This is an optimization exercise on Yosys and OpenROAD, whose aim is small area, a short achievable clock period and few clock cycles per item, not a production implementation. Where RTL was checked, it was by simulation tests only, not by an equivalence proof against the original. No functional check of the RTL was part of runs 1, 2 and 5. No activity file was given, so power comes from the tool's default toggle rates.

===== flow/config.mk =====
export PLATFORM = sky130hd
export DESIGN_NAME = cpu_register_file_move
export DESIGN_NICKNAME = cpu_register_file_move
export VERILOG_FILES = /design/flow/design.v
export SDC_FILE = /design/flow/constraint.sdc
export NUM_CORES = 4
export LEC_CHECK = 0
export CAP_MARGIN = 20
export CORE_MARGIN = 2
export CORE_UTILIZATION = 40
export SETUP_SLACK_MARGIN = 2.3
export SLEW_MARGIN = 20

===== flow/constraint.sdc =====
create_clock -name core_clock -period 5.0 [get_ports {clk}]
set_input_delay 1.0000 -clock core_clock [delete_from_list [all_inputs] [get_ports {clk}]]
set_output_delay 1.0000 -clock core_clock [all_outputs]
set_load 0.01 [all_outputs]

===== flow/design.v =====
package crfm_pkg;
  localparam int DATA_W      = 32;
  localparam int SR_W        = 16;
  localparam int REG_AW      = 4;
  localparam int REG_CNT     = 16;
  localparam int IN_TDATA_W  = 88;
  localparam int OUT_TDATA_W = 104;
  localparam logic [1:0] KIND_READ  = 2'd0;
  localparam logic [1:0] KIND_WRITE = 2'd1;
  localparam logic [1:0] KIND_MOVE  = 2'd2;
  localparam logic [1:0] MODE_IND = 2'd2;
  localparam logic [1:0] SIZE_BYTE = 2'd0;
  localparam logic [1:0] SIZE_WORD = 2'd1;
  localparam logic [1:0] SIZE_LONG = 2'd2;
  localparam logic [1:0] ERR_NONE       = 2'd0;
  localparam logic [1:0] ERR_MEM2MEM    = 2'd1;
  localparam logic [1:0] ERR_BYTE_MOVEA = 2'd2;
  localparam logic [4:0] SEL_PC    = 5'd0;
  localparam logic [4:0] SEL_SR    = 5'd1;
  localparam logic [4:0] SEL_USP   = 5'd2;
  localparam logic [4:0] SEL_SSP   = 5'd3;
  localparam logic [4:0] SEL_DATA0 = 5'd4;
  localparam logic [4:0] SEL_LAST  = 5'd19;
  localparam logic [SR_W-1:0] SR_RESET     = 16'h2000;
  localparam logic [SR_W-1:0] SR_FLAG_MASK = 16'h000f;
  localparam int              FLAG_N_BIT   = 3;
  localparam int              FLAG_Z_BIT   = 2;
  localparam logic [DATA_W-1:0] MASK_BYTE = 32'h0000_00ff;
  localparam logic [DATA_W-1:0] MASK_WORD = 32'h0000_ffff;
  localparam logic [DATA_W-1:0] MASK_LONG = 32'hffff_ffff;
  localparam logic [DATA_W-1:0] SIGN_BYTE = 32'h0000_0080;
  localparam logic [DATA_W-1:0] SIGN_WORD = 32'h0000_8000;
  localparam logic [DATA_W-1:0] SIGN_LONG = 32'h8000_0000;
  localparam logic [DATA_W-1:0] WORD_EXT  = 32'hffff_0000;
  typedef struct packed {
    logic [1:0]        kind;
    logic [4:0]        reg_select;
    logic [DATA_W-1:0] write_value;
    logic [3:0]        dest_reg;
    logic [1:0]        dest_mode;
    logic [3:0]        source_reg;
    logic [1:0]        source_mode;
    logic [1:0]        op_size;
    logic [DATA_W-1:0] mem_read_data;
  } item_t;
  typedef struct packed {
    logic [DATA_W-1:0] read_value;
    logic [DATA_W-1:0] mem_addr;
    logic              mem_read_used;
    logic              mem_write_valid;
    logic [DATA_W-1:0] mem_write_data;
    logic [1:0]        mem_write_size;
    logic [1:0]        error_code;
  } result_t;
  typedef struct packed {
    logic              ram_we;
    logic [REG_AW-1:0] ram_waddr;
    logic [DATA_W-1:0] ram_wdata;
    logic              pc_we;
    logic              usp_we;
    logic              sr_we;
    logic [SR_W-1:0]   sr_val;
  } wb_t;
  function automatic logic [REG_AW-1:0] sel_to_idx(input logic [4:0] sel);
    logic [4:0] diff;
    diff = sel - SEL_DATA0;
    sel_to_idx = diff[REG_AW-1:0];
  endfunction
endpackage
module cpu_register_file_move (
  input  logic                                clk,
  input  logic                                rst_n,
  input  logic                                in_tvalid,
  output logic                                in_tready,
  input  logic [1:0]                          in_tuser,
  input  logic [crfm_pkg::IN_TDATA_W-1:0]     in_tdata,
  output logic                                out_tvalid,
  input  logic                                out_tready,
  output logic [crfm_pkg::OUT_TDATA_W-1:0]    out_tdata
);
  logic [1:0]  kind;
  logic [4:0]  sel;
  logic [31:0] wval;
  logic [3:0]  dreg;
  logic [3:0]  sreg;
  logic        sind, dind;
  logic [1:0]  osz;
  logic [31:0] mdata;
  assign kind  = in_tuser;
  assign sel   = in_tdata[4:0];
  assign wval  = in_tdata[36:5];
  assign dreg  = in_tdata[40:37];
  assign dind  = (in_tdata[42:41] == crfm_pkg::MODE_IND);
  assign sreg  = in_tdata[46:43];
  assign sind  = (in_tdata[48:47] == crfm_pkg::MODE_IND);
  assign osz   = in_tdata[50:49];
  assign mdata = in_tdata[82:51];
  logic        k_read, k_write, k_move;
  logic        sel_file, sel_pc, sel_sr, sel_usp;
  logic [3:0]  sel_idx;
  logic        m_err1, m_err2, m_ok, m_movea;
  logic        szb, szw;
  logic [3:0]  n_aaddr;      
  logic [3:0]  n_baddr;      
  logic [3:0]  n_waddr;      
  logic        n_fwe;        
  logic        n_fl1;        
  logic        n_fl2;        
  logic        n_sext;       
  logic        n_usemem;     
  logic [31:0] n_data;       
  logic        n_pcw, n_uspw, n_srw, n_flagw;
  logic        n_rpc, n_rsr, n_rusp, n_rfile;
  logic        n_szb, n_szw;
  logic        n_maen;       
  logic [2:0]  n_mwl;        
  logic        n_mwen;
  logic        n_rused;
  logic [1:0]  n_err;
  logic [1:0]  n_wsize;
  always_comb begin
    k_read   = (kind == crfm_pkg::KIND_READ);
    k_write  = (kind == crfm_pkg::KIND_WRITE);
    k_move   = (kind == crfm_pkg::KIND_MOVE);
    sel_pc   = (sel == crfm_pkg::SEL_PC);
    sel_sr   = (sel == crfm_pkg::SEL_SR);
    sel_usp  = (sel == crfm_pkg::SEL_USP);
    sel_file = (sel >= crfm_pkg::SEL_SSP) && (sel <= crfm_pkg::SEL_LAST);
    sel_idx  = crfm_pkg::sel_to_idx(sel);
    szb      = (osz == crfm_pkg::SIZE_BYTE);
    szw      = (osz == crfm_pkg::SIZE_WORD);
    m_movea  = !dind && dreg[3];
    m_err1   = sind && dind;
    m_err2   = !m_err1 && m_movea && szb;
    m_ok     = k_move && !m_err1 && !m_err2;
    n_aaddr  = k_move ? sreg : sel_idx;
    n_baddr  = sind ? sreg : dreg;
    n_waddr  = k_move ? dreg : sel_idx;
    n_fwe    = (k_write && sel_file) || (m_ok && !dind);
    n_fl1    = k_write || m_movea || !szb;
    n_fl2    = k_write || m_movea || !(szb || szw);
    n_sext   = k_move && m_movea && szw;
    n_usemem = k_write || sind;
    n_data   = k_write ? wval : mdata;
    n_pcw    = k_write && sel_pc;
    n_uspw   = k_write && sel_usp;
    n_srw    = k_write && sel_sr;
    n_flagw  = m_ok && !m_movea;
    n_rpc    = k_read && sel_pc;
    n_rsr    = k_read && sel_sr;
    n_rusp   = k_read && sel_usp;
    n_rfile  = k_read && sel_file;
    n_szb    = szb;
    n_szw    = szw;
    n_maen   = m_ok && (sind || dind);
    n_mwen   = m_ok && dind;
    n_mwl    = {n_mwen && !(szb || szw), n_mwen && !szb, n_mwen};
    n_rused  = m_ok && sind;
    n_err    = !k_move ? crfm_pkg::ERR_NONE :
               m_err1  ? crfm_pkg::ERR_MEM2MEM :
               m_err2  ? crfm_pkg::ERR_BYTE_MOVEA : crfm_pkg::ERR_NONE;
    n_wsize  = n_mwen ? (szb ? crfm_pkg::SIZE_BYTE : szw ? crfm_pkg::SIZE_WORD
                                                         : crfm_pkg::SIZE_LONG) : 2'd0;
  end
  logic d_v, e_v, d_move, accept, rst_r;
  assign d_move    = d_v && (!e_v || out_tready);
  assign in_tready = !d_v || !e_v || out_tready;
  assign accept    = in_tvalid && in_tready;
  always_ff @(posedge clk) begin
    rst_r <= !rst_n;
    if (!rst_n) begin
      d_v <= 1'b0;
      e_v <= 1'b0;
    end else begin
      d_v <= accept || (d_v && !d_move);
      e_v <= d_move || (e_v && !out_tready);
    end
  end
  logic [15:0] d_asel, d_bsel;    
  logic        d_hita, d_hitb;    
  logic [3:0]  d_waddr;
  logic        d_fwe, d_fl1, d_fl2, d_sext, d_usemem;
  logic [31:0] d_data;
  logic        d_pcw, d_uspw, d_srw, d_flagw;
  logic        d_rpc, d_rsr, d_rusp, d_rfile;
  logic        d_szb, d_szw, d_maen, d_mwen, d_rused;
  logic [2:0]  d_mwl;
  logic [1:0]  d_err, d_wsize;
  always_ff @(posedge clk) begin
    if (accept) begin
      d_asel   <= 16'd1 << n_aaddr;
      d_hita   <= d_fwe && (d_waddr == n_aaddr);
      d_hitb   <= d_fwe && (d_waddr == n_baddr);
      d_bsel   <= 16'd1 << n_baddr;
      d_waddr  <= n_waddr;
      d_fwe    <= n_fwe;
      d_fl1    <= n_fl1;
      d_fl2    <= n_fl2;
      d_sext   <= n_sext;
      d_usemem <= n_usemem;
      d_data   <= n_data;
      d_pcw    <= n_pcw;
      d_uspw   <= n_uspw;
      d_srw    <= n_srw;
      d_flagw  <= n_flagw;
      d_rpc    <= n_rpc;
      d_rsr    <= n_rsr;
      d_rusp   <= n_rusp;
      d_rfile  <= n_rfile;
      d_szb    <= n_szb;
      d_szw    <= n_szw;
      d_maen   <= n_maen;
      d_mwen   <= n_mwen;
      d_mwl    <= n_mwl;
      d_rused  <= n_rused;
      d_err    <= n_err;
      d_wsize  <= n_wsize;
    end
  end
  logic [31:0] regs [16];
  logic [31:0] pc_r, usp_r;
  logic [15:0] sr_r;
  logic [3:0]  e_waddr;
  logic        e_fwe, e_fl1, e_fl2, e_sext;
  logic        e_pcw, e_uspw, e_srw, e_flagw;
  logic        e_szb, e_szw, e_mwen, e_rused;
  logic [1:0]  e_err, e_wsize;
  logic [31:0] e_src;        
  logic [31:0] e_rv;         
  logic [31:0] e_ma;         
  logic [31:0] e_mwd;        
  logic [31:0] wbus, wd;
  logic [15:0] sr_flags;
  logic        flag_n, flag_z;
  always_comb begin
    wbus[15:0]  = e_src[15:0];
    wbus[31:16] = e_sext ? {16{e_src[15]}} : e_src[31:16];
    wd          = rst_r ? '0 : wbus;
    flag_n      = e_szb ? e_src[7] : e_szw ? e_src[15] : e_src[31];
    flag_z      = (e_src[7:0] == 8'd0) && (e_szb || (e_src[15:8] == 8'd0)) &&
                  (e_szb || e_szw || (e_src[31:16] == 16'd0));
    sr_flags    = {sr_r[15:4], flag_n, flag_z, 2'b00};
  end
  logic [31:0] rda, rdb, opa, opb;
  logic        hita, hitb;
  logic        fa0, fa1, fa2, fb0, fb1, fb2;
  logic [31:0] pc_f, usp_f;
  logic [15:0] sr_f;
  always_comb begin
    rda  = '0;
    rdb  = '0;
    for (int i = 0; i < 16; i++) begin
      rda = rda | ({32{d_asel[i]}} & regs[i]);
      rdb = rdb | ({32{d_bsel[i]}} & regs[i]);
    end
    hita = e_v && d_hita;
    hitb = e_v && d_hitb;
    fa0  = rst_r || hita;
    fa1  = rst_r || (hita && e_fl1);
    fa2  = rst_r || (hita && e_fl2);
    fb0  = rst_r || hitb;
    fb1  = rst_r || (hitb && e_fl1);
    fb2  = rst_r || (hitb && e_fl2);
    opa  = {fa2 ? wd[31:16] : rda[31:16], fa1 ? wd[15:8] : rda[15:8], fa0 ? wd[7:0] : rda[7:0]};
    opb  = {fb2 ? wd[31:16] : rdb[31:16], fb1 ? wd[15:8] : rdb[15:8], fb0 ? wd[7:0] : rdb[7:0]};
    pc_f  = rst_r ? '0 : (e_v && e_pcw)  ? e_src : pc_r;
    usp_f = rst_r ? '0 : (e_v && e_uspw) ? e_src : usp_r;
    sr_f  = rst_r ? crfm_pkg::SR_RESET :
            (e_v && e_srw)   ? e_src[15:0] :
            (e_v && e_flagw) ? sr_flags : sr_r;
  end
  always_ff @(posedge clk) begin
    if (d_move) begin
      e_waddr <= d_waddr;
      e_fwe   <= d_fwe;
      e_fl1   <= d_fl1;
      e_fl2   <= d_fl2;
      e_sext  <= d_sext;
      e_pcw   <= d_pcw;
      e_uspw  <= d_uspw;
      e_srw   <= d_srw;
      e_flagw <= d_flagw;
      e_szb   <= d_szb;
      e_szw   <= d_szw;
      e_mwen  <= d_mwen;
      e_rused <= d_rused;
      e_err   <= d_err;
      e_wsize <= d_wsize;
      e_src   <= d_usemem ? d_data : opa;
      e_rv    <= ({32{d_rpc}}   & pc_f) |
                 ({32{d_rsr}}   & {16'd0, sr_f}) |
                 ({32{d_rusp}}  & usp_f) |
                 ({32{d_rfile}} & opa);
      e_ma    <= {32{d_maen}} & opb;
      e_mwd   <= {{16{d_mwl[2]}}, {8{d_mwl[1]}}, {8{d_mwl[0]}}} & opa;
    end
  end
  logic we0, we1, we2;
  assign we0 = e_v && e_fwe;
  assign we1 = we0 && e_fl1;
  assign we2 = we0 && e_fl2;
  always_ff @(posedge clk) begin
    for (int i = 0; i < 16; i++) begin
      if (rst_r || (we0 && e_waddr == 4'(i))) regs[i][7:0]   <= wd[7:0];
      if (rst_r || (we1 && e_waddr == 4'(i))) regs[i][15:8]  <= wd[15:8];
      if (rst_r || (we2 && e_waddr == 4'(i))) regs[i][31:16] <= wd[31:16];
    end
    if (rst_r || (e_v && e_pcw))              pc_r  <= pc_f;
    if (rst_r || (e_v && e_uspw))             usp_r <= usp_f;
    if (rst_r || (e_v && (e_srw || e_flagw))) sr_r  <= sr_f;
  end
  assign out_tvalid = e_v;
  assign out_tdata  = {2'b00, e_err, e_wsize, e_mwd, e_mwen, e_rused, e_ma, e_rv};
endmodule

===== flow/flow/run.sh =====
#!/bin/bash
# Standard ORFS layout, with the port buffers made of plain buf_2 cells and
# cell resizing allowed to change footprints, so port buffers and other
# cells can be sized for speed. make's full output goes to its own log in
# this folder.
set -euo pipefail
bash standard.sh MATCH_CELL_FOOTPRINT=0 "BUFFER_PORTS_ARGS=-buffer_cell sky130_fd_sc_hd__buf_2" finish > make_finish.log 2>&1

===== flow/standard.sh =====
#!/bin/bash
# synth_recipe.tcl (not shown) runs the flow's synth.tcl, then flattens the netlist and writes it again
# the make line also repeats each setting of config.mk as NAME=value (left out here)
make -C /OpenROAD-flow-scripts/flow DESIGN_CONFIG=/design/flow/config.mk WORK_HOME=/design/flow/orfs CLKGATE_MAP_FILE= SYNTH_SCRIPT=/design/flow/synth_recipe.tcl "${@:-finish}"

==> impl_results.md, run 1 <==
* Status: timing/DRC/antenna clean
* Via count at around 27k
* Total CTS buffers at slightly below 90
* #FFs+latches synth at about 840
* Slew Viols, Final at 0
* Clk sinks at 837
* Hold_buf cts at 0
* Buffers & Inverters on Critical Path at 1
* # setup viols final at 0
* Wire per inst at roughly 32 µm
* Area leader, netlist: edfxtp_1
* Worst ir drop on vdd at 0.2714 mV
* Final Hold Viols at 0
* Reg2reg start: d_asel[8]
* CP Class: reg -> reg
* Crit path max-delay family: compound AO/OA/AOI/OAI gates
* Overflow left after global routing at 0
* Initial antenna violation count at 2
* Synth Area per Inst at approximately 14 µm²
* Async SR Flop Fraction at 0%
* Levels on crit path at 6
* Most frequent cells after synthesis: 834 x edfxtp_1, 248 x a22oi_1, 220 x nand2_1
* Max stage delay on crit path at 0.61 ns
* Die Height at ~300 µm
* Post-synth top area share at 70.42%
* Max Cap Viol at 0
* Post-synthesis cell type count at 56
* Initial core utilization at ~40%
* Number of synthesized flops with an enable pin at about 830
* Clock tree buffer depth at 3
* Period Utilization, post-route at a little under three fifths
* DRC at 0
* Tightest Hold Check Type: reg -> reg
* H-tree depth at 3
* Leak at about 15 nW
* Die X at slightly above 300 µm
* Initial DRC count at ~4.8k
* Worst relative slew slack at 13.46%
* GRT Util Overall at approximately 27%
* RSZ-0062 raised after global routing: true
* Clk root buf: clkbuf_16
* FF-to-FF setup slack at roughly 2.2 ns
* CP startpoint: d_asel[8]
* Row count at 109
* Die area at 0.09132 mm²
* Vias in the first global route at between 20k and 30k
* Fmax at approximately 0.36 GHz
* Top Ports at 200
* Worst reg2reg endpoint: e_rv[28]
* R2R depth at 6
* Crit-path slowest cell: edfxtp_1
* Core Box Area at a little under 0.09 mm²
* Antenna Cells at 0
* Clock transition at path regs at roughly 0.060 ns
* Post-DP HPWL at about 73 mm
* Synthesized instance count at around 2.5k
* IO Port Bufs at 192
* Setup TNS at 0 ns
* Worst path cell trace: buf_4 > a22o_1 > a221oi_1 > and3_1 > nand4_1 > a31o_1
* Largest net degree at the start of global routing at 65
* Top-count cell post-synth: edfxtp_1
* Global-route wire length before repair at 177.2 mm
* Drt first pass iters at 7
* Seq/Total Area, Yosys at between 70% and 80%
* Critical Path RT at between 5 and 6 ns
* WL final at between 100 and 150 mm
* Fin nets at roughly 2.9k
* Drt via density at 6.636
* Endpoint class of the critical path: register
* CP endpoint: e_rv[28]
* Synth area leaders: edfxtp_1 70%, a22oi_1 5.2%, a22o_1 4.3%
* WP data arrival at roughly 3.2 ns
* Synthesized area at approximately 0.036 mm²
* Worst Skew at approximately 0.028 ns
* Critical Path Source Type: register
* Min Tclk post-route at between 2 and 3 ns
* Share of cells above drive strength 1 at between 15 and 20%
* Synth Warn # at 2
* Clock latency on the worst-skew pair at approximately 0.65 ns
* Synth-to-Final Area Change at 15.89%
* Crit Path Max Fanout at 26
* Gpl congestion at 0.9311
* CTS tree: yes
* Post-detailed-route count of antenna-violating nets at 0
* P per Cell Area at roughly 410 mW/mm²
* Worst-Margin Slew at around 1.3 ns
* Main synth FF type: edfxtp_1
* Total power at 16.71 mW
-- cell type report --
class                   instances  area, µm²
well taps                    1165       1458
multi-input cells            1482       9734
clock buffers                 112       2335
fillers                      7702      47020
repair buffers                324       2054
clock inverters                50      434.2
inverters                      25      93.84
flip-flops and latches        837      25110
-- cells by family after synthesis --
logic type | Yosys count | share of synthesized area [%]
other | 1 | 0.01054
adder cells (fa/ha/maj) | 1 | 0.03517
AO/OA/AOI/OAI | 794 | 17.29
XOR/XNOR | 9 | 0.2216
AND/OR/NAND/NOR | 669 | 9.147
flip-flops | 837 | 70.59
buffers and inverters | 199 | 2.512
multiplexers | 7 | 0.1970
-- power breakdown --
part	switching (mW)	internal, mW
clock	2.74	3.62
combinational	1.22	0.565
sequential	0.274	8.28
total	4.24	12.5
-- state kept, by name, indices dropped and copies added, names as in the netlist, 2 cells and up --
register  flops
sr_r         16
d_mwl         3
d_data       32
e_err         2
e_waddr       4
d_bsel       16
d_wsize       2
e_wsize       2
e_ma         32
d_waddr       4
e_mwd        32
d_asel       16
d_err         2
e_rv         32
pc_r         32
e_src        32
usp_r        32
regs        512
-- timing repair --
action / 4_1_cts / 5_1_grt
pin swaps: 0 / 2
endpoints found under the hold margin: 0 / 0
resized for setup: 8 / 9
buffers inserted: 13 / 6
endpoints found under the setup margin: 57 / 68
-- worst min path at each step --
stage / depth (start not counted) / to / slack (ns) / from
floorplan: 0 / e_err[0] / 0.40 / d_err[0]
global placement: 0 / e_uspw / 0.40 / d_uspw
detailed placement: 0 / e_pcw / 0.41 / d_pcw
CTS: 0 / e_pcw / 0.42 / d_pcw
global route: 0 / e_srw / 0.43 / d_srw
finish: 0 / e_pcw / 0.42 / d_pcw
-- per-layer routing --
metal  GRT usage (%)  vias to the layer above  share of wire, %
li1                -                    10693                 -
met1           36.03                    12970                36
met2           40.91                     2392                44
met3           7.556                      455                14
met4           13.31                        2               5.7
met5               0                        -            0.0094
-- per-stage QoR --
stage / utilization [%] / std cells / setup slack (ns) / instance area [µm²] / hold slack (ns)
6_report: 46.71 / 3995 / 2.218 / 41220 / 0.4175
5_1_grt: 46.71 / 3995 / 2.296 / 41220 / 0.4309
4_1_cts: 46.55 / 3986 / 2.121 / 41080 / 0.4197
3_5_place_dp: 43.23 / 3811 / 1.913 / 38150 / 0.4056
3_3_place_gp: 43.21 / 3811 / 1.941 / 38130 / 0.4021
2_1_floorplan: - / 2518 / 1.351 / 35590 / 0.4003
-- worst register-to-register path: stages, from the launching register on --
cell      delay (ns)
edfxtp_1        0.61
buf_4           0.43
a22o_1          0.31
a221oi_1        0.19
and3_1          0.23
nand4_1         0.38
a31o_1          0.37
-- cell usage in the layout, fill, tap and decap left out, types with 10 or more instances in the layout --
master / n
edfxtp_1: 834
nand2b_1: 27
a21oi_1: 77
nand2_1: 219
nand4_1: 51
nor2_1: 116
buf_2: 192
o22a_1: 39
and3_1: 58
nor3_1: 29
clkinv_2: 18
a221oi_1: 128
nor4_1: 10
nor2_2: 10
clkbuf_1: 22
buf_4: 122
clkbuf_16: 90
or2_1: 23
a22oi_1: 248
nor2b_1: 44
o21ai_0: 42
clkinv_1: 20
a31o_1: 23
nand3_1: 43
inv_1: 23
a22o_1: 176
==> run 2, diff against run 1 <==
--- a/flow/design.v
+++ b/flow/design.v
@@ -255,18 +255,17 @@
     end
     hita = e_v && d_hita;
     hitb = e_v && d_hitb;
-    fa0  = rst_r || hita;
-    fa1  = rst_r || (hita && e_fl1);
-    fa2  = rst_r || (hita && e_fl2);
-    fb0  = rst_r || hitb;
-    fb1  = rst_r || (hitb && e_fl1);
-    fb2  = rst_r || (hitb && e_fl2);
-    opa  = {fa2 ? wd[31:16] : rda[31:16], fa1 ? wd[15:8] : rda[15:8], fa0 ? wd[7:0] : rda[7:0]};
-    opb  = {fb2 ? wd[31:16] : rdb[31:16], fb1 ? wd[15:8] : rdb[15:8], fb0 ? wd[7:0] : rdb[7:0]};
-    pc_f  = rst_r ? '0 : (e_v && e_pcw)  ? e_src : pc_r;
-    usp_f = rst_r ? '0 : (e_v && e_uspw) ? e_src : usp_r;
-    sr_f  = rst_r ? crfm_pkg::SR_RESET :
-            (e_v && e_srw)   ? e_src[15:0] :
+    fa0  = hita;
+    fa1  = hita && e_fl1;
+    fa2  = hita && e_fl2;
+    fb0  = hitb;
+    fb1  = hitb && e_fl1;
+    fb2  = hitb && e_fl2;
+    opa  = {fa2 ? wbus[31:16] : rda[31:16], fa1 ? wbus[15:8] : rda[15:8], fa0 ? wbus[7:0] : rda[7:0]};
+    opb  = {fb2 ? wbus[31:16] : rdb[31:16], fb1 ? wbus[15:8] : rdb[15:8], fb0 ? wbus[7:0] : rdb[7:0]};
+    pc_f  = (e_v && e_pcw)  ? e_src : pc_r;
+    usp_f = (e_v && e_uspw) ? e_src : usp_r;
+    sr_f  = (e_v && e_srw)   ? e_src[15:0] :
             (e_v && e_flagw) ? sr_flags : sr_r;
   end
   always_ff @(posedge clk) begin
@@ -305,9 +304,9 @@
       if (rst_r || (we1 && e_waddr == 4'(i))) regs[i][15:8]  <= wd[15:8];
       if (rst_r || (we2 && e_waddr == 4'(i))) regs[i][31:16] <= wd[31:16];
     end
-    if (rst_r || (e_v && e_pcw))              pc_r  <= pc_f;
-    if (rst_r || (e_v && e_uspw))             usp_r <= usp_f;
-    if (rst_r || (e_v && (e_srw || e_flagw))) sr_r  <= sr_f;
+    if (rst_r || (e_v && e_pcw))              pc_r  <= rst_r ? '0 : pc_f;
+    if (rst_r || (e_v && e_uspw))             usp_r <= rst_r ? '0 : usp_f;
+    if (rst_r || (e_v && (e_srw || e_flagw))) sr_r  <= rst_r ? crfm_pkg::SR_RESET : sr_f;
   end
   assign out_tvalid = e_v;
   assign out_tdata  = {2'b00, e_err, e_wsize, e_mwd, e_mwen, e_rused, e_ma, e_rv};
--- a/flow/config.mk
+++ b/flow/config.mk
@@ -8,5 +8,5 @@
 export CAP_MARGIN = 20
 export CORE_MARGIN = 2
 export CORE_UTILIZATION = 40
-export SETUP_SLACK_MARGIN = 2.3
+export SETUP_SLACK_MARGIN = 2.4
 export SLEW_MARGIN = 20
==> run 2 against run 1 <==
  * Register-to-register slack better by 0.12 ns
  * Worst setup slack better by 0.12 ns
  * Sequential share of layout area down 0.86 points
  * First-iteration DRC count down 9.7%
  * Global-route usage down 0.25 points
  * Synthesized area up 2.4%
  * Clock-buffer cell count down 13
  * Critical path type unchanged
  * Still clean
  * Critical path depth down 1
  * Wire length up 2.1%
  * Combinational power about the same
==> impl_results.md, run 2 <==
* CP Class: reg -> reg
* Overflow left after global routing at 0 (unchanged)
* Fmax at 0.3755 GHz (+4.5%)
* DP Worst Slack at 2.082 ns (+0.1690 ns)
* Slew Viols, Final at 0 (unchanged)
* Critical Path RT at 5.36 ns (-0.03 ns)
* Crit Path Max Fanout at 21 (-19%)
* Total power at 16.85 mW (+0.83%)
* Most frequent cells in the layout: 834 x edfxtp_1, 258 x nand2_1, 225 x a22oi_1
* Post-synthesis cell type count at 61 (+8.9%)
* Number of synthesized flops with an enable pin at 834 (unchanged)
* Synth Warn # at 2 (unchanged)
* H-tree depth at 3 (unchanged)
* Setup TNS at 0 ns (unchanged)
* Period Utilization, post-route at 53.26% (-2.4 points)
* Clk root buf: clkbuf_16
* GRT Util Overall at 26.84% (-0.25 points)
* CP endpoint: e_ma[21]
* Hold_buf cts at 0 (unchanged)
* Reg2reg start: d_bsel[13]
* # setup viols final at 0 (unchanged)
* Critical Path Source Type: register
* Main synth FF type: edfxtp_1
* Synth area leaders: edfxtp_1 69%, a22oi_1 4.6%, a22o_1 3.5%
* Global-route wire length before repair at 181.8 mm (+2.6%)
* Synthesized instance count at 2589 (+2.9%)
* Area leader, netlist: edfxtp_1
* Final WS setup at 2.337 ns (+0.1192 ns)
* Synthesized area at 0.03641 mm² (+2.4%)
* Worst ir drop on vdd at 0.2259 mV (-17%)
* Worst relative slew slack at 23.58% (+10 points)
* Async SR Flop Fraction at 0% (unchanged)
* DRC at 0 (unchanged)
* Share of cells above drive strength 1 at 19.52% (+2.1 points)
* Initial antenna violation count at 3 (+1)
* Worst reg2reg endpoint: e_ma[21]
* Min Tclk post-route at 2.663 ns (-0.1192 ns)
* Post-DP HPWL at 73.44 mm (+0.18%)
* Initial core utilization at 40.39% (+0.088 points)
* Largest net degree at the start of global routing at 88 (+35%)
* FF-to-FF setup slack at 2.34 ns (+0.12 ns)
* Drt via density at 6.623 (-0.20%)
* Max Cap Viol at 0 (unchanged)
* Initial DRC count at 4362 (-9.7%)
* Gpl congestion at 0.8977 (-3.6%)
* Synth Area per Inst at 14.07 µm² (-0.46%)
* Biggest register: regs
* Most frequent cells after synthesis: 834 x edfxtp_1, 258 x nand2_1, 225 x a22oi_1
* Die area at 0.09347 mm² (+2.4%)
* Via count at 26.67k (+0.58%)
* Seq/Total Area, Yosys at 68.94% (-1.6 points)
* Post-Route Utilization at 46.38% (-0.33 points)
* Final Hold Viols at 0 (unchanged)
* Worst Skew at 0.02990 ns (+0.001431 ns)
* Clock latency on the worst-skew pair at 0.65 ns (about the same)
* WL final at 130.6 mm (+2.1%)
* IO Port Bufs at 192 (unchanged)
* RSZ-0062 raised after global routing: true
* Drt first pass iters at 9 (+2)
* CTS tree: yes
* Most common cell after layout, fill and taps aside: edfxtp_1
* Synth-to-Final Area Change at 14.83%
* Clock tree buffer depth at 3 (unchanged)
* P per Cell Area at 402.9 mW/mm² (-0.61%)
* CP startpoint: d_bsel[13]
* Leak at 15.03 nW (+1.3%)
* Top Ports at 200 (unchanged)
* Filler cells at 7699 (-0.039%)
* Clock transition at path regs at 0.06 ns (about the same)
* Post-synth top area share at 68.77% (-1.6 points)
* Vias in the first global route at 26.01k (+2.4%)
* Fin nets at 2876 (+0.77%)
* R2R depth at 5 (-1)
* Endpoint class of the critical path: register
* Status: timing/DRC/antenna clean
* Die Height at 305.7 µm (+1.2%)
* Die X at 305.7 µm (+1.2%)
* Top-count cell post-synth: edfxtp_1
* Clk sinks at 837 (unchanged)
* Post-detailed-route count of antenna-violating nets at 0 (unchanged)
* Total CTS buffers at 84 (-5.6%)
* Core Box Area at 0.09015 mm² (+2.2%)
* #FFs+latches synth at 837 (unchanged)
* Max reg flops at 512 (unchanged)
* WP data arrival at 3.03 ns (-0.14 ns)
* Row count at 110 (+0.92%)
* Wire per inst at 32.44 µm (+1.3%)
* Tightest Hold Check Type: reg -> reg
* Worst-Margin Slew at 1.146 ns (-0.1519 ns)
[run 2: cell families (layout without fill, tap and decap cells)]
| group | count (synthesis) | after routing | synth area share, % |
|---|---|---|---|
| flip-flops | 837 | 837 | 68.94 |
| AO/OA/AOI/OAI | 780 | 780 | 16.72 |
| AND/OR/NAND/NOR | 694 | 694 | 9.373 |
| buffers and inverters | 198 | 457 | 2.484 |
| multiplexers | 69 | 69 | 2.220 |
| XOR/XNOR | 9 | 9 | 0.2164 |
| adder cells (fa/ha/maj) | 1 | 1 | 0.03435 |
| other | 1 | 3 | 0.01030 |
[run 2: cell type report]
| type | instances | area (µm²) | area share, % |
|---|---|---|---|
| flip-flops and latches | 837 | 25110 | 60.06 |
| multi-input cells | 1555 | 10550 | 25.22 |
| clock buffers | 99 | 2265 | 5.416 |
| repair buffers | 292 | 1823 | 4.360 |
| well taps | 1176 | 1471 | 3.519 |
| clock inverters | 55 | 549.3 | 1.314 |
| inverters | 11 | 45.04 | 0.1077 |
| diodes | 1 | 2.502 | 0.005985 |
[run 2: what timing repair did]
action,in CTS,in global routing
buffers inserted,11,8
setup endpoints to repair,156,236
gates cloned,0,1
resized for setup,13,18
[run 2: worst min-delay path by stage]
stage | startpoint | slack [ns] | cells past startpoint | endpoint
5_1_grt | d_rused | 0.43 | 0 | e_rused
3_3_place_gp | d_err[0] | 0.41 | 0 | e_err[0]
6_report | d_wsize[0] | 0.42 | 0 | e_wsize[0]
2_1_floorplan | d_err[0] | 0.40 | 0 | e_err[0]
3_5_place_dp | d_wsize[0] | 0.41 | 0 | e_wsize[0]
4_1_cts | d_wsize[0] | 0.42 | 0 | e_wsize[0]
[run 2: power by group]
group / internal [mW] / switching, mW
Combinational: 0.566 / 1.20
Clock: 3.80 / 2.71
Sequential: 8.28 / 0.293
Total: 12.6 / 4.20
[run 2: per-layer routing]
layer	up-vias	wire length, µm	track usage [%]
met3	588	16950	7.314
met5	-	13	0
met2	2349	58630	41.65
li1	10789	-	-
met1	12937	47110	33.92
met4	2	7906	15.33
[run 2: metrics by stage]
stage	cell area (µm²)	std cells	hold WS (ns)
6_report	41810	4026	0.4177
5_1_grt	41810	4025	0.4270
4_1_cts	41610	4014	0.4217
3_5_place_dp	38680	3849	0.4070
3_3_place_gp	38660	3848	0.4055
2_1_floorplan	36440	2590	0.4003
[run 2: critical path, stage by stage (launching register included)]
cell      delay, ns
edfxtp_1       0.78
buf_4          0.46
a22o_1         0.27
a221oi_1       0.31
nand3_1        0.14
o311a_1        0.38
==> run 3, diff against run 2 <==
--- a/flow/design.v
+++ b/flow/design.v
@@ -113,7 +113,8 @@
   logic        n_rpc, n_rsr, n_rusp, n_rfile;
   logic        n_szb, n_szw;
   logic        n_maen;       
-  logic [2:0]  n_mwl;        
+  logic [2:0]  n_xl;         
+  logic        n_read;
   logic        n_mwen;
   logic        n_rused;
   logic [1:0]  n_err;
@@ -154,7 +155,8 @@
     n_szw    = szw;
     n_maen   = m_ok && (sind || dind);
     n_mwen   = m_ok && dind;
-    n_mwl    = {n_mwen && !(szb || szw), n_mwen && !szb, n_mwen};
+    n_xl     = {k_write || !(szb || szw), k_write || !szb, 1'b1};
+    n_read   = k_read;
     n_rused  = m_ok && sind;
     n_err    = !k_move ? crfm_pkg::ERR_NONE :
                m_err1  ? crfm_pkg::ERR_MEM2MEM :
@@ -184,7 +186,8 @@
   logic        d_pcw, d_uspw, d_srw, d_flagw;
   logic        d_rpc, d_rsr, d_rusp, d_rfile;
   logic        d_szb, d_szw, d_maen, d_mwen, d_rused;
-  logic [2:0]  d_mwl;
+  logic [2:0]  d_xl;
+  logic        d_read;
   logic [1:0]  d_err, d_wsize;
   always_ff @(posedge clk) begin
     if (accept) begin
@@ -211,7 +214,8 @@
       d_szw    <= n_szw;
       d_maen   <= n_maen;
       d_mwen   <= n_mwen;
-      d_mwl    <= n_mwl;
+      d_xl     <= n_xl;
+      d_read   <= n_read;
       d_rused  <= n_rused;
       d_err    <= n_err;
       d_wsize  <= n_wsize;
@@ -225,10 +229,9 @@
   logic        e_pcw, e_uspw, e_srw, e_flagw;
   logic        e_szb, e_szw, e_mwen, e_rused;
   logic [1:0]  e_err, e_wsize;
+  logic        e_read;
   logic [31:0] e_src;        
-  logic [31:0] e_rv;         
   logic [31:0] e_ma;         
-  logic [31:0] e_mwd;        
   logic [31:0] wbus, wd;
   logic [15:0] sr_flags;
   logic        flag_n, flag_z;
@@ -237,8 +240,7 @@
     wbus[31:16] = e_sext ? {16{e_src[15]}} : e_src[31:16];
     wd          = rst_r ? '0 : wbus;
     flag_n      = e_szb ? e_src[7] : e_szw ? e_src[15] : e_src[31];
-    flag_z      = (e_src[7:0] == 8'd0) && (e_szb || (e_src[15:8] == 8'd0)) &&
-                  (e_szb || e_szw || (e_src[31:16] == 16'd0));
+    flag_z      = (e_src == 32'd0);
     sr_flags    = {sr_r[15:4], flag_n, flag_z, 2'b00};
   end
   logic [31:0] rda, rdb, opa, opb;
@@ -285,13 +287,14 @@
       e_rused <= d_rused;
       e_err   <= d_err;
       e_wsize <= d_wsize;
-      e_src   <= d_usemem ? d_data : opa;
-      e_rv    <= ({32{d_rpc}}   & pc_f) |
-                 ({32{d_rsr}}   & {16'd0, sr_f}) |
-                 ({32{d_rusp}}  & usp_f) |
-                 ({32{d_rfile}} & opa);
+      e_read  <= d_read;
+      e_src   <= d_read ? (({32{d_rpc}}   & pc_f) |
+                           ({32{d_rsr}}   & {16'd0, sr_f}) |
+                           ({32{d_rusp}}  & usp_f) |
+                           ({32{d_rfile}} & opa))
+                        : ({{16{d_xl[2]}}, {8{d_xl[1]}}, {8{d_xl[0]}}} &
+                           (d_usemem ? d_data : opa));
       e_ma    <= {32{d_maen}} & opb;
-      e_mwd   <= {{16{d_mwl[2]}}, {8{d_mwl[1]}}, {8{d_mwl[0]}}} & opa;
     end
   end
   logic we0, we1, we2;
@@ -309,5 +312,6 @@
     if (rst_r || (e_v && (e_srw || e_flagw))) sr_r  <= rst_r ? crfm_pkg::SR_RESET : sr_f;
   end
   assign out_tvalid = e_v;
-  assign out_tdata  = {2'b00, e_err, e_wsize, e_mwd, e_mwen, e_rused, e_ma, e_rv};
+  assign out_tdata  = {2'b00, e_err, e_wsize, {32{e_mwen}} & e_src, e_mwen, e_rused, e_ma,
+                       {32{e_read}} & e_src};
 endmodule
--- a/flow/config.mk
+++ b/flow/config.mk
@@ -7,6 +7,9 @@
 export LEC_CHECK = 0
 export CAP_MARGIN = 20
 export CORE_MARGIN = 2
-export CORE_UTILIZATION = 40
+export CORE_UTILIZATION = 70
+export CTS_CLUSTER_DIAMETER = 80
+export CTS_CLUSTER_SIZE = 30
+export PLACE_DENSITY = 0.8
 export SETUP_SLACK_MARGIN = 2.4
 export SLEW_MARGIN = 20
==> run 3 against run 2 <==
  * Global-route usage rose by 18 points
  * Clock-buffer cell count down 57
  * Synthesized cell count fell by 3.1%
  * Die area is 45% lower
  * Critical endpoint is now e_src[6]
  * First-iteration DRC count rose by 42%
  * Sequential share of layout area rose by 1.8 points
==> impl_results.md, run 3 <==
* Worst ir drop on vdd at 0.3949 mV (+75%)
* Max stage delay on crit path at 0.66 ns (-0.12 ns)
* Die Height at 226.4 µm (-26%)
* Row count at 81 (-26%)
* Buffers & Inverters on Critical Path at 1 (unchanged)
* Drt via density at 7.963 (+20%)
* Share of cells above drive strength 1 at 15.87% (-3.6 points)
* Fin nets at 2747 (-4.5%)
* Status: timing/DRC/antenna clean
* # setup viols final at 0 (unchanged)
* Post-detailed-route count of antenna-violating nets at 0 (unchanged)
* Main synth FF type: edfxtp_1
* Synth Warn # at 2 (unchanged)
* Initial DRC count at 6179 (+42%)
* Core Box Area at 0.04885 mm² (-46%)
* P per Cell Area at 350.2 mW/mm² (-13%)
* Largest family of logic cells by synthesized area: compound AO/OA/AOI/OAI gates
* RSZ-0062 raised after global routing: true
* Number of synthesized flops with an enable pin at 772 (-7.4%)
* Synth Area in Adders at 0.03614% (+0.0018 points)
* Largest net degree at the start of global routing at 72 (-18%)
* Critical Path RT at 5.46 ns (+0.10 ns)
* Period Utilization, post-route at 53.01% (-0.25 points)
* Top Ports at 200 (unchanged)
* Die area at 0.05125 mm² (-45%)
* Comb pwr share at 13.4% (+2.9 points)
* Die X at 226.4 µm (-26%)
* Crit path max-delay family: compound AO/OA/AOI/OAI gates
* Total CTS buffers at 34 (-60%)
* GR Util met1 at 61.01% (+27 points)
* Most common cell after layout, fill and taps aside: edfxtp_1
* Met2 GRT Util at 63.87% (+22 points)
* Post-DP Area at 0.03599 mm² (-6.9%)
* Register share of total power at 60.6% (+9.7 points)
* IO Port Bufs at 192 (unchanged)
* Synthesized area at 0.03462 mm² (-4.9%)
* Critical Path Source Type: register
* Async SR Flop Fraction at 0% (unchanged)
* CTS tree: yes
* H-tree depth at 2 (-1)
* #FFs+latches synth at 775 (-7.4%)
* CP Class: reg -> reg
* Post-synthesis cell type count at 62 (+1.6%)
* Worst path cell trace: buf_4 > a22o_1 > a221oi_1 > and3_1 > a41oi_1 > mux2i_1 > a21oi_1
* Clock transition at path regs at 0.11 ns (+0.05 ns)
* Top-count cell post-synth: edfxtp_1
* GRT Util Overall at 45.33% (+18 points)
* Overflow left after global routing at 0 (unchanged)
* Switching Fraction at 26.67% (+1.7 points)
* Most frequent cells after synthesis: 772 x edfxtp_1, 205 x a22oi_1, 181 x nand2_1
* Xor/xnor share of the synthesized area at 0.2277% (+0.011 points)
* Seq/Total Area, Yosys at 67.14% (-1.8 points)
* Clk sinks at 775 (-7.4%)
* Clock tree buffer depth at 3 (unchanged)
* Fmax at 0.3773 GHz (+0.46%)
* Max reg flops at 512 (unchanged)
* Most frequent cells in the layout: 772 x edfxtp_1, 204 x a22oi_1, 192 x buf_2
* Initial core utilization at 70.87% (+30 points)
* Worst relative slew slack at 11.61% (-12 points)
* Initial antenna violation count at 3 (unchanged)
* M3 GR Usage at 14.72% (+7.4 points)
* Drt first pass iters at 9 (unchanged)
* Wire per inst at 35.11 µm (+8.2%)
* Final Hold Viols at 0 (unchanged)
* Final Cell Area at 0.03757 mm² (-10%)
* Post-synth top area share at 66.97% (-1.8 points)
* Crit Path Max Fanout at 32 (+52%)
* Tightest Hold Check Type: reg -> reg
* Sw Pwr at 3.509 mW (-17%)
* Clock Power Share at 26.0% (-13 points)
* Leak at 13.99 nW (-6.9%)
* Worst Skew at 0.02688 ns (-0.003020 ns)
* Most Crowded Layer GR: met2
* Global-route wire length before repair at 163.7 mm (-10%)
* Synth area leaders: edfxtp_1 67%, a22oi_1 4.4%, a22o_1 3.7%
* Synth Area per Inst at 13.79 µm² (-1.9%)
* Gpl congestion at 0.9476 (+5.6%)
* Via count at 26.58k (-0.32%)
* Post-synthesis compound-gate area fraction at 17.55% (+0.82 points)
* Hold_buf cts at 0 (unchanged)
* DRC at 0 (unchanged)
* Biggest register: regs
* Simple-gate area share of the yosys netlist at 9.112% (-0.26 points)
* Setup TNS at 0 ns (unchanged)
* Min Tclk post-route at 2.651 ns (-0.01231 ns)
* Vias in the first global route at 24.85k (-4.5%)
* Slew Viols, Final at 0 (unchanged)
* Int Power at 9.646 mW (-24%)
* Synthesized instance count at 2510 (-3.1%)
* Synth-to-Final Area Change at 8.515%
* Clock latency on the worst-skew pair at 0.62 ns (-0.03 ns)
* Endpoint class of the critical path: register
* Area leader, netlist: edfxtp_1
* WP data arrival at 3.11 ns (+0.08 ns)
* Mux cell area share after synthesis at 2.917% (+0.70 points)
* Clk root buf: clkbuf_16
* Max Cap Viol at 0 (unchanged)
* Worst-Margin Slew at 1.326 ns (+0.1796 ns)
* Crit-path slowest cell: a41oi_1
* WL final at 117.2 mm (-10%)
* Final hold slack at 0.4308 ns (+0.01319 ns)
* Post-DP HPWL at 66.89 mm (-8.9%)
-- run 3: changes by cell type in the layout (fill, tap and decap cells not counted), sizes merged, moves of 46 or more --
cell,change
and2,+46
clkbuf,-56
edfxtp,-62
mux2,-57
mux2i,+88
nand2,-77
o21ai,-62
-- run 3: routing by layer --
layer | up-vias | part of all wire (%) | wire length, µm
met5 | - | 0 | 0
met1 | 12508 | 32 | 37760
met4 | 0 | 8.0 | 9340
met3 | 706 | 18 | 20510
li1 | 10381 | - | -
met2 | 2984 | 42 | 49590
-- run 3: power groups by stage --
stage | clock network, mW | registers [mW] | logic [mW]
after floorplan | 0 | 7.97 | 1.02
after global placement | 0 | 8.14 | 1.49
after detailed placement | 0 | 8.16 | 1.54
after CTS | 3.38 | 7.97 | 1.63
after global routing | 3.59 | 7.99 | 1.81
final | 3.42 | 7.97 | 1.76
-- run 3: worst paths after layout --
check / endpoint / slack (ns) / cells past startpoint / start
max: e_src[6] / 2.35 / 7 / d_asel[5]
min: e_pcw / 0.43 / 0 / d_pcw
max reg2reg: e_src[6] / 2.35 / 7 / d_asel[5]
min reg2reg: e_pcw / 0.43 / 0 / d_pcw
-- run 3: cells by family (layout without fill, tap and decap cells) --
family	count (synthesis)	after routing
flops	775	775
compound gates	756	756
simple gates	651	651
buf+inv	217	378
mux	100	100
xor+xnor	9	9
fa+ha+maj	1	1
other cells	1	4
-- run 3: worst reg2reg max path: stages, from the launching register on --
cell      delay (ns)
edfxtp_1        0.34
buf_4           0.63
a22o_1          0.30
a221oi_1        0.06
and3_1          0.17
a41oi_1         0.66
mux2i_1         0.16
a21oi_1         0.18
-- run 3: area by class of cell --
class	instances	area, µm²
inverters	10	37.54
well taps	664	830.8
repair buffers	312	1962
clock buffers	42	902.1
fillers	3050	11280
clock inverters	14	157.7
diodes	2	5.005
flip-flops and latches	775	23250
multi-input cells	1519	10420
-- run 3: stage by stage --
stage,total power [mW],cells,worst slack [ns],util [%]
after floorplan,8.991,2511,2.280,-
after global placement,9.630,3224,1.835,73.61
after detailed placement,9.693,3226,1.849,73.68
after CTS,12.97,3321,2.416,76.49
after global routing,13.40,3338,2.391,76.90
final,13.15,3338,2.349,76.90
-- run 3: what timing repair did --
action                     in CTS  in global routing
gates resized for setup         4                  9
cloned                          0                  0
setup buffers                  39                 14
setup endpoints to repair     608                225
Testbench counts of run 3, summed over its fixed seeds: cycles 16,016, items 16,000.
==> run 4, diff against run 3 <==
--- a/flow/config.mk
+++ b/flow/config.mk
@@ -7,9 +7,8 @@
 export LEC_CHECK = 0
 export CAP_MARGIN = 20
 export CORE_MARGIN = 2
-export CORE_UTILIZATION = 70
+export CORE_UTILIZATION = 40
 export CTS_CLUSTER_DIAMETER = 80
 export CTS_CLUSTER_SIZE = 30
-export PLACE_DENSITY = 0.8
 export SETUP_SLACK_MARGIN = 2.4
 export SLEW_MARGIN = 20
==> run 4 against run 3 <==
  * Critical endpoint is now e_src[7]
  * Critical path type unchanged
  * First-iteration DRC count down 20%
  * Die area increased by 73%
  * Clock-buffer cell count down 5
  * Sequential power is essentially flat
  * Synthesized cell count unchanged
==> impl_results.md, run 4 <==
* Wire per inst at 33.40 µm (-4.9%)
* WP data arrival at 3.13 ns (+0.02 ns)
* Filler cells at 7713 (+150%)
* Final hold slack at 0.4275 ns (-0.003335 ns)
* Worst ir drop on vdd at 0.3390 mV (-14%)
* Post-Route Utilization at 44.86% (-32 points)
* DRC at 0 (unchanged)
* H-tree depth at 2 (unchanged)
* Most frequent cells in the layout: 772 x edfxtp_1, 205 x a22oi_1, 192 x buf_2
* Setup TNS at 0 ns (unchanged)
* Final Hold Viols at 0 (unchanged)
* Die area at 0.08891 mm² (+73%)
* IO Port Bufs at 192 (unchanged)
* Drt first pass iters at 9 (unchanged)
* Synthesized instance count at 2510 (unchanged)
* RSZ-0062 raised after global routing: true
* Via count at 25.91k (-2.5%)
* Number of synthesized flops with an enable pin at 772 (unchanged)
* Register share of total power at 59.1% (-1.5 points)
* Switching Fraction at 27.36% (+0.68 points)
* Clock latency on the worst-skew pair at 0.62 ns (about the same)
* Min Tclk post-route at 2.668 ns (+0.01697 ns)
* Die X at 298.2 µm (+32%)
* Period Utilization, post-route at 53.35% (+0.34 points)
* Post-DP Area at 0.03667 mm² (+1.9%)
* Share of cells above drive strength 1 at 16.17% (+0.30 points)
* Total CTS buffers at 37 (+8.8%)
* Global-route wire length before repair at 178.2 mm (+8.9%)
* Die Height at 298.2 µm (+32%)
* Post-DP HPWL at 74.61 mm (+12%)
* Vias in the first global route at 24.59k (-1.0%)
* Post-synth top area share at 66.97% (unchanged)
* Initial antenna violation count at 2 (-1)
* Synth area leaders: edfxtp_1 67%, a22oi_1 4.4%, a22o_1 3.7%
* GRT Util Overall at 27.74% (-18 points)
* Clock Power Share at 27.7% (+1.7 points)
* Row count at 107 (+32%)
* Synth Warn # at 2 (unchanged)
* Fin nets at 2754 (+0.25%)
* Int Power at 9.794 mW (+1.5%)
* # setup viols final at 0 (unchanged)
* Worst Skew at 0.02181 ns (-0.005073 ns)
* Sw Pwr at 3.689 mW (+5.1%)
* Clk root buf: clkbuf_16
* Area leader, netlist: edfxtp_1
* Drt via density at 6.778 (-15%)
* Final Cell Area at 0.03832 mm² (+2.0%)
* P per Cell Area at 351.9 mW/mm² (+0.48%)
* Initial DRC count at 4917 (-20%)
* Initial core utilization at 40.53% (-30 points)
* Overflow left after global routing at 0 (unchanged)
* DP Worst Slack at 1.994 ns (+0.1450 ns)
* Critical Path Source Type: register
* Synthesized area at 0.03462 mm² (unchanged)
* Worst-Margin Slew at 1.228 ns (-0.09796 ns)
* Gpl congestion at 0.9410 (-0.70%)
* Most frequent cells after synthesis: 772 x edfxtp_1, 205 x a22oi_1, 181 x nand2_1
* Slew Viols, Final at 0 (unchanged)
* Critical Path RT at 5.46 ns (about the same)
* Synth Area per Inst at 13.79 µm² (unchanged)
* Core Box Area at 0.08541 mm² (+75%)
* Max reg flops at 512 (unchanged)
* Leak at 14.07 nW (+0.58%)
* Clock transition at path regs at 0.12 ns (about the same)
* Most common cell after layout, fill and taps aside: edfxtp_1
* Hold_buf cts at 0 (unchanged)
* Fmax at 0.3749 GHz (-0.64%)
* CP Class: reg -> reg
* Tightest Hold Check Type: reg -> reg
* Biggest register: regs
* WL final at 127.7 mm (+9.0%)
* Synth-to-Final Area Change at 10.69%
* Main synth FF type: edfxtp_1
* Post-detailed-route count of antenna-violating nets at 0 (unchanged)
* Seq/Total Area, Yosys at 67.14% (unchanged)
* Endpoint class of the critical path: register
* CTS tree: yes
* Crit Path Max Fanout at 32 (unchanged)
* Status: timing/DRC/antenna clean
* Top Ports at 200 (unchanged)
* Max Cap Viol at 0 (unchanged)
* Final WS setup at 2.332 ns (-0.01697 ns)
* Worst relative slew slack at 18.14% (+6.5 points)
* Top-count cell post-synth: edfxtp_1
* Clk sinks at 775 (unchanged)
* Post-synthesis cell type count at 62 (unchanged)
* Clock tree buffer depth at 3 (unchanged)
* Async SR Flop Fraction at 0% (unchanged)
* #FFs+latches synth at 775 (unchanged)
* Comb pwr share at 13.2% (-0.2 points)
* Largest net degree at the start of global routing at 63 (-13%)
run 4: cell counts after synthesis:
No cell type changed its count.
run 4: area by class of cell:
type | instances | area, µm² | share of cell area (%)
clock buffers | 37 | 925.9 | 2.416
repair buffers | 316 | 1954 | 5.100
inverters | 10 | 41.29 | 0.1078
flip-flops and latches | 775 | 23250 | 60.67
clock inverters | 21 | 289.0 | 0.7543
diodes | 1 | 2.502 | 0.006530
multi-input cells | 1519 | 10430 | 27.21
well taps | 1144 | 1431 | 3.735
run 4: per-stage QoR:
| stage | std cells | total power, mW |
|---|---|---|
| after floorplan | 2511 | 8.991 |
| final | 3823 | 13.48 |
| after global placement | 3720 | 9.729 |
| after global routing | 3822 | 13.83 |
| after detailed placement | 3720 | 9.765 |
| after CTS | 3813 | 13.42 |
run 4: cell families (layout without fill, tap and decap cells):
group | after synthesis | count (layout) | synth area share [%]
AOI/OAI and AO/OA | 756 | 756 | 17.55
DFF | 775 | 775 | 67.14
muxes | 100 | 100 | 2.917
adders and majority gates | 1 | 1 | 0.03614
and+or+nand+nor | 651 | 651 | 9.112
xor gates and xnor gates | 9 | 9 | 0.2277
buffers and inverters | 217 | 384 | 3.011
other | 1 | 3 | 0.01083
run 4: path summary, 6_finish.rpt:
kind,start,end,slack (ns),cells after the start
setup / recovery,d_asel[10],e_src[7],2.33,7
setup reg to reg,d_asel[10],e_src[7],2.33,7
hold / removal,d_szb,e_szb,0.43,0
hold reg to reg,d_szb,e_szb,0.43,0
run 4: routing by layer:
metal | vias to the layer above | wire (µm) | GRT usage (%)
met5 | - | 34 | 0.2706
met4 | 2 | 7290 | 13.78
met3 | 470 | 16860 | 5.965
met2 | 2298 | 56370 | 41.85
met1 | 12746 | 47130 | 37.94
li1 | 10397 | - | -
run 4: worst max-delay path, cell delays in order (launching register included):
cell and delay (ns):
edfxtp_1 0.34, buf_4 0.63, a22o_1 0.23, a221oi_1 0.04, and3_1 0.20, a41oi_1 0.67, mux2i_1 0.15, a21oi_1 0.19
run 4: timing repair:
action / in CTS / in global routing
endpoints found under the hold margin: 0 / 0
setup endpoints to repair: 354 / 51
cloned: 0 / 0
gates resized for setup: 6 / 7
buffers inserted: 35 / 8
run 4: power by group through the flow:
stage	registers (mW)	clock network [mW]	logic, mW
after global placement	8.14	0	1.59
after detailed placement	8.15	0	1.61
after floorplan	7.97	0	1.02
final	7.97	3.73	1.78
after CTS	7.96	3.75	1.70
after global routing	8.00	3.98	1.85
==> run 5, diff against run 4 <==
--- a/flow/design.v
+++ b/flow/design.v
@@ -166,16 +166,19 @@
   end
   logic d_v, e_v, d_move, accept, rst_r;
   assign d_move    = d_v && (!e_v || out_tready);
-  assign in_tready = !d_v || !e_v || out_tready;
+  logic room;
+  assign in_tready = room || out_tready;
   assign accept    = in_tvalid && in_tready;
   always_ff @(posedge clk) begin
     rst_r <= !rst_n;
     if (!rst_n) begin
-      d_v <= 1'b0;
-      e_v <= 1'b0;
+      d_v  <= 1'b0;
+      e_v  <= 1'b0;
+      room <= 1'b1;
     end else begin
-      d_v <= accept || (d_v && !d_move);
-      e_v <= d_move || (e_v && !out_tready);
+      d_v  <= accept || (d_v && !d_move);
+      e_v  <= d_move || (e_v && !out_tready);
+      room <= !((accept || (d_v && !d_move)) && (d_move || (e_v && !out_tready)));
     end
   end
   logic [15:0] d_asel, d_bsel;    
@@ -307,9 +310,10 @@
       if (rst_r || (we1 && e_waddr == 4'(i))) regs[i][15:8]  <= wd[15:8];
       if (rst_r || (we2 && e_waddr == 4'(i))) regs[i][31:16] <= wd[31:16];
     end
-    if (rst_r || (e_v && e_pcw))              pc_r  <= rst_r ? '0 : pc_f;
-    if (rst_r || (e_v && e_uspw))             usp_r <= rst_r ? '0 : usp_f;
-    if (rst_r || (e_v && (e_srw || e_flagw))) sr_r  <= rst_r ? crfm_pkg::SR_RESET : sr_f;
+    if (rst_r || (e_v && e_pcw))              pc_r  <= wd;
+    if (rst_r || (e_v && e_uspw))             usp_r <= wd;
+    if (rst_r || (e_v && (e_srw || e_flagw))) sr_r  <= rst_r ? crfm_pkg::SR_RESET :
+                                                       e_srw ? e_src[15:0] : sr_flags;
   end
   assign out_tvalid = e_v;
   assign out_tdata  = {2'b00, e_err, e_wsize, {32{e_mwen}} & e_src, e_mwen, e_rused, e_ma,
--- a/flow/config.mk
+++ b/flow/config.mk
@@ -7,8 +7,9 @@
 export LEC_CHECK = 0
 export CAP_MARGIN = 20
 export CORE_MARGIN = 2
-export CORE_UTILIZATION = 40
+export CORE_UTILIZATION = 70
 export CTS_CLUSTER_DIAMETER = 80
 export CTS_CLUSTER_SIZE = 30
+export PLACE_DENSITY = 0.8
 export SETUP_SLACK_MARGIN = 2.4
 export SLEW_MARGIN = 20
==> run 5 against run 4 <==
  * Sequential share of layout area grew 1.7 points
  * Hold slack gained 0.0025 ns
  * Global-route usage grew 18 points
  * Sequential power is essentially flat
  * Critical path type unchanged
  * Critical endpoint is now e_src[20]
  * Largest cell class unchanged
==> impl_results.md, run 5 <==
* Clk sinks at 776 (+0.13%)
* Max Cap Viol at 0 (unchanged)
* Slew Viols, Final at 0 (unchanged)
* Seq/Total Area, Yosys at 68.15% (+1.0 points)
* Post-synth top area share at 67.92% (+0.95 points)
* Most common cell after layout, fill and taps aside: edfxtp_1
* Number of synthesized flops with an enable pin at 772 (unchanged)
* Overflow left after global routing at 0 (unchanged)
* # setup viols final at 0 (unchanged)
* Final Hold Viols at 0 (unchanged)
* Filler cells at 2769 (-64%)
* Post-DP HPWL at 67.51 mm (-9.5%)
* Top-count cell post-synth: edfxtp_1
* Post-Route Utilization at 77.81% (+33 points)
* Main synth FF type: edfxtp_1
* Via count at 25.75k (-0.65%)
* Gpl congestion at 1.037 (+10%)
* CP startpoint: d_asel[3]
* P per Cell Area at 357.8 mW/mm² (+1.7%)
* Endpoint class of the critical path: register
* Initial core utilization at 71.19% (+31 points)
* GRT Util Overall at 45.68% (+18 points)
* Hold Crit Depth at 0 (unchanged)
* Critical Path Source Type: register
* Clock tree buffer depth at 3 (unchanged)
* Reg2reg start: d_asel[3]
* Vias in the first global route at 25.02k (+1.8%)
* Global-route wire length before repair at 163.6 mm (-8.2%)
* Synth Warn # at 2 (unchanged)
* Clk root buf: clkbuf_16
* DRC at 0 (unchanged)
* Clock transition at path regs at 0.11 ns (about the same)
* Total CTS buffers at 36 (-2.7%)
* Post-synthesis cell type count at 56 (-9.7%)
* Crit Path Max Fanout at 32 (unchanged)
* Clock latency on the worst-skew pair at 0.62 ns (about the same)
* Antenna Cells at 0 (-1)
* Fmax at 0.3771 GHz (+0.60%)
* Die X at 224.8 µm (-25%)
* Worst ir drop on vdd at 0.4490 mV (+32%)
* Most frequent cells in the layout: 772 x edfxtp_1, 309 x a22oi_1, 201 x nand2_1
* WP data arrival at 3.01 ns (-0.12 ns)
* Register Area at 0.02327 mm² (about the same)
* Wire per inst at 36.24 µm (+8.5%)
* Row count at 80 (-25%)
* Min Tclk post-route at 2.652 ns (-0.01594 ns)
* CP Class: reg -> reg
* Synthesized area at 0.03413 mm² (-1.4%)
* Worst-Margin Slew at 1.219 ns (-0.008834 ns)
* Final WS setup at 2.348 ns (+0.01594 ns)
* Leak at 13.58 nW (-3.5%)
* DP Worst Slack at 2.048 ns (+0.05411 ns)
* Die Height at 224.8 µm (-25%)
* Core Box Area at 0.04795 mm² (-44%)
* Worst Skew at 0.02784 ns (+0.006026 ns)
* Synth Area per Inst at 13.98 µm² (+1.3%)
* Status: timing/DRC/antenna clean
* Biggest register: regs
* Die area at 0.05054 mm² (-43%)
* Tightest Hold Check Type: reg -> reg
* Initial DRC count at 5616 (+14%)
* Largest net degree at the start of global routing at 86 (+37%)
* Most frequent cells after synthesis: 772 x edfxtp_1, 309 x a22oi_1, 202 x nand2_1
* Synth area leaders: edfxtp_1 68%, a22oi_1 6.8%, a22o_1 2.8%
* Top Ports at 200 (unchanged)
* Fin nets at 2678 (-2.8%)
* Synth-to-Final Area Change at 9.308%
* Synthesized instance count at 2442 (-2.7%)
* Area leader, netlist: edfxtp_1
* Drt via density at 8.000 (+18%)
* Drt first pass iters at 11 (+2)
* RSZ-0062 raised after global routing: true
* WL final at 116.6 mm (-8.7%)
* Share of cells above drive strength 1 at 17.98% (+1.8 points)
* Async SR Flop Fraction at 0% (unchanged)
* CTS tree: yes
* Period Utilization, post-route at 53.03% (-0.32 points)
* HP Start: d_sext
* H-tree depth at 2 (unchanged)
* Max reg flops at 512 (unchanged)
* Worst relative slew slack at 18.56% (+0.42 points)
* Initial antenna violation count at 1 (-1)
* #FFs+latches synth at 776 (+0.13%)
* Critical Path RT at 5.36 ns (-0.10 ns)
* IO Port Bufs at 192 (unchanged)
* Post-detailed-route count of antenna-violating nets at 0 (unchanged)
* Footprint of the multi-input gates at 0.01019 mm² (-2.2%)
* Setup TNS at 0 ns (unchanged)
* R2R depth at 6 (-1)
-- run 5: cell count changes in the layout (fill, tap and decap cells not counted), sizes merged, moves of 23 or more --
| cell | previous run | this run |
|---|---|---|
| buf | 316 | 292 |
| a221oi | 165 | 108 |
| nor2 | 155 | 92 |
| o22ai | 40 | 0 |
| a22oi | 205 | 309 |
| mux2 | 4 | 72 |
| nand3 | 73 | 49 |
| a22o | 148 | 111 |
| and3 | 41 | 12 |
| mux2i | 96 | 26 |
| nand2 | 183 | 206 |
| nand4 | 21 | 44 |
-- run 5: final timing paths --
check / end / slack, ns
worst max-delay path: e_src[20] / 2.35
worst min-delay path: e_sext / 0.43
worst max register to register: e_src[20] / 2.35
worst min register to register: e_sext / 0.43
-- run 5: routing by layer --
metal	GRT usage, %	wire (µm)	vias up	part of all wire [%]
met5	0	0	-	0
met4	31.21	10230	0	8.8
met3	13.91	19300	716	17
met2	66.56	50090	2833	43
met1	59.57	37000	12082	32
li1	-	-	10114	-
-- run 5: area by class of cell --
cell class	count	share of cell area (%)
flip-flops and latches	776	62.36
multi-input cells	1468	27.32
repair buffers	294	4.967
clock buffers	40	2.512
well taps	615	2.063
clock inverters	18	0.7043
inverters	7	0.07043
-- run 5: per-stage QoR --
stage | std cells | instance area [µm²] | hold slack, ns | total power, mW
floorplan | 2443 | 34150 | 0.4003 | 8.922
finish | 3218 | 37310 | 0.4300 | 13.35
global placement | 3124 | 35630 | 0.4016 | 9.571
global route | 3218 | 37310 | 0.4318 | 13.57
detailed placement | 3125 | 35660 | 0.4045 | 9.639
CTS | 3207 | 37150 | 0.4287 | 13.17
-- run 5: kinds of logic after synthesis --
logic type	synth area share, %
adder cells (fa/ha/maj)	0.03665
other	0.01099
flip-flops	68.15
AO/OA/AOI/OAI	16.74
AND/OR/NAND/NOR	9.220
multiplexers	3.171
buffers and inverters	2.434
XOR/XNOR	0.2310
-- run 5: critical path: stages (launching register included) --
cell,delay (ns)
edfxtp_1,0.39
buf_4,0.38
a22oi_1,0.30
nand4_1,0.12
nor3_1,0.68
mux2i_1,0.20
a221o_1,0.34
-- run 5: timing repair --
item,CTS,global route
pin swaps,1,0
setup buffers,24,9
hold buffers,0,0
setup endpoints to repair,613,221
gates resized for setup,15,5
-- run 5: where the power goes --
group          switching, mW  total (mW)  internal, mW  leakage, nW
Clock                   2.06        3.68          1.62        0.584
Sequential             0.292        7.96          7.67         7.83
Combinational           1.15        1.70         0.555         5.17

-- what the ideal ports hide --
In the flow no input, the clock included, has a driving cell. The finished layouts below were timed again as built, in two steps.
Step 1: set_driving_cell puts a clkbuf_16 on clk and a buf_2 on each other input, an assumption about the parent block.
Step 2 moves the port delays by t, midway between the first and last clock arrival at a register: inputs arrive t later, outputs are due t later. That takes back most of the time a late clock gives input paths.
Three values: ideal ports, drivers, drivers and shift; two values: the first two.
run | shift t [ns] | setup WS [ns] | clock arrival spread, ns | slew at the worst register clock pin (ns) | cell pins on the clock port's net
run 1 | 0.710 | 2.218 / 2.218 / 2.218 | 0.029 / 0.028 | 0.07 / 0.07 | 1
run 2 | 0.703 | 2.337 / 2.337 / 2.102 | 0.030 / 0.030 | 0.07 / 0.07 | 1
run 3 | 0.668 | 2.349 / 2.339 / 2.055 | 0.028 / 0.028 | 0.12 / 0.12 | 1
run 4 | 0.671 | 2.332 / 2.332 / 2.161 | 0.026 / 0.026 | 0.12 / 0.12 | 1
run 5 | 0.671 | 2.348 / 2.339 / 2.107 | 0.029 / 0.029 | 0.11 / 0.11 | 1
After both steps setup and hold are still met in every run listed. The setup slack of run 3, which loses most, moves by -0.010 ns with the drivers and by -0.294 ns with both steps.
